Background: an optimization exercise with open tools, aiming at small area. Do not read the settings as production practice. The RTL was checked by simulation tests, not by an equivalence proof against the original design. Power figures rest on the tool's default switching activity, not on a simulated workload.

// cpu_6502_instruction_execute
module cpu_6502_instruction_execute
(
  input  logic        clk,
  input  logic        rst_n,
  input  logic        cfg_we,
  input  logic [15:0] cfg_wdata,
  input  logic        in_valid,
  output logic             in_stall,
  input  logic        in_req_type,
  input  logic [7:0]  in_read_data,
  output logic             out_valid,
  input  logic        out_stall,
  output logic [15:0]      out_bus_addr,
  output logic             out_bus_write,
  output logic [7:0]       out_bus_wdata,
  output logic             out_opcode_fetch,
  output logic             out_bad_opcode
);
export LEC_CHECK = 0
export ABC_AREA = 1
export CAP_MARGIN = 20
export CORE_MARGIN = 2
export CORE_UTILIZATION = 40
export SLEW_MARGIN = 20
create_clock -name core_clock -period 8.0 [get_ports {clk}]
standard.sh (not shown) runs the stock make flow with config.mk's settings and CLKGATE_MAP_FILE= SYNTH_SCRIPT=/design/flow/synth_recipe.tcl, a recipe that flattens the netlist after the stock synthesis.
==> flow/flow/run.sh <==
#!/bin/bash
# Own layout flow: the standard ORFS flow (standard.sh) with three changes to how the
# layout is made:
#  - synthesis maps the logic with a stronger ABC area script (flow/abc_area.script); the
#    registers are mapped before ABC runs, so they are the standard synthesis's registers;
#  - each port gets the smallest buffer (buf_1) instead of the default port buffer cell;
#  - the clock tree uses small clock buffers and no dummy loads.
# The output of every step goes to its own log under orfs/logs/, and make's output to
# flow_make.log in this folder.
set -euo pipefail
W=$PWD
rm -rf "$W/scripts_mod"
cp -r "$FLOW_HOME/scripts" "$W/scripts_mod"
cp "$W/flow/abc_area.script" "$W/scripts_mod/abc_area.script"
bash standard.sh SCRIPTS_DIR="$W/scripts_mod" REMOVE_ABC_BUFFERS=1 \
  BUFFER_PORTS_ARGS="-buffer_cell sky130_fd_sc_hd__buf_1" \
  CTS_ARGS="-sink_clustering_enable -repair_clock_nets -dont_use_dummy_load -sink_clustering_size 12 -sink_clustering_max_diameter 60 -buf_list {sky130_fd_sc_hd__clkbuf_8}" \
  finish > "$W/flow_make.log" 2>&1
==> flow/flow/abc_area.script <==
strash
&get -n
&deepsyn -T 60
&dch -f
&nf -R 1000
&put
The starting point finished clean.
Edit:
--- a/flow/flow/run.sh
+++ b/flow/flow/run.sh
@@ -16,3 +16,3 @@
   BUFFER_PORTS_ARGS="-buffer_cell sky130_fd_sc_hd__buf_1" \
-  CTS_ARGS="-sink_clustering_enable -repair_clock_nets -dont_use_dummy_load -sink_clustering_size 12 -sink_clustering_max_diameter 60 -buf_list {sky130_fd_sc_hd__clkbuf_8}" \
+  CTS_ARGS="-sink_clustering_enable -repair_clock_nets -dont_use_dummy_load -sink_clustering_size 10 -sink_clustering_max_diameter 40 -buf_list {sky130_fd_sc_hd__clkbuf_8}" \
   finish > "$W/flow_make.log" 2>&1
Settings changed: CORE_UTILIZATION 40 to 65, GPL_TIMING_DRIVEN set to 0, PLACE_DENSITY set to 0.75.
After rerunning: Hold slack hardly moves; clock skew went down by 0.013 ns; routed wire length went down by about 12%; synthesized area stays the same; non-clock buffer count went down by 58; combinational power went down by about 5%; sequential power barely changes; via count went down by about 0.35%.
Edit:
--- a/flow/flow/run.sh
+++ b/flow/flow/run.sh
@@ -14,5 +14,5 @@
 cp "$W/flow/abc_area.script" "$W/scripts_mod/abc_area.script"
-bash standard.sh SCRIPTS_DIR="$W/scripts_mod" REMOVE_ABC_BUFFERS=1 \
+bash standard.sh SCRIPTS_DIR="$W/scripts_mod" \
   BUFFER_PORTS_ARGS="-buffer_cell sky130_fd_sc_hd__buf_1" \
-  CTS_ARGS="-sink_clustering_enable -repair_clock_nets -dont_use_dummy_load -sink_clustering_size 10 -sink_clustering_max_diameter 40 -buf_list {sky130_fd_sc_hd__clkbuf_8}" \
+  CTS_ARGS="-sink_clustering_enable -repair_clock_nets -dont_use_dummy_load -sink_clustering_size 12 -sink_clustering_max_diameter 60 -buf_list {sky130_fd_sc_hd__clkbuf_8}" \
   finish > "$W/flow_make.log" 2>&1
==> flow/flow/abc_area.script (replaced) <==
strash
&get -n
&deepsyn -T 60
&dch -f
&nf -R 1000
&put
topo
stime -c
buffer -c
upsize -c
dnsize -c
Settings changed: CORE_UTILIZATION 65 to 40, GPL_TIMING_DRIVEN 0 to not set, PLACE_DENSITY 0.75 to not set.
Outcome: Clock skew climbs by 0.0092 ns; hold slack improved by 0.0056 ns; worst setup slack gets better by 0.11 ns; critical path depth came out higher by 3; total power goes up by a few percent; final cell count rises by roughly a tenth; non-clock buffer count climbs by 31; via count falls slightly; sequential share of layout area went down by 0.84 points; die area is higher by well over a third.

afterwards: timing with drivers on the ports:
No port has a modelled driver above. Below, the same layouts with a new extraction and two added sets of constraints. Step 1 (the two cells are an assumption about what drives the block):
set clk [get_ports {clk}]
set_driving_cell -lib_cell sky130_fd_sc_hd__clkbuf_16 $clk
set_driving_cell -lib_cell sky130_fd_sc_hd__buf_2 [delete_from_list [all_inputs] $clk]
Step 2 adds t to the input delays and takes it off the output delays; t is the mean of the earliest and latest rising clock arrival at the registers after step 1. Input paths then give back, and output paths get back, about the clock's delay inside the block. Slacks: no drivers / after step 1 / after step 2; pairs: no drivers / after step 1.
run	t, ns	slack for setup (ns)	worst setup path after step 2	worst slew at a driven data input, ns	cell pins on the clock port's net
the first run	0.430	0.301 / 0.318 / -0.112	input to register	0.04	1
the second run	0.418	0.290 / 0.282 / -0.136	input to register	0.06	1
the third run	0.429	0.402 / 0.412 / -0.017	input to register	0.05	1
With both steps, setup timing fails in every run listed, where it was met with ideal ports. The setup slack of the second run, which loses most, moves by -0.008 ns with the drivers and by -0.426 ns with both steps.
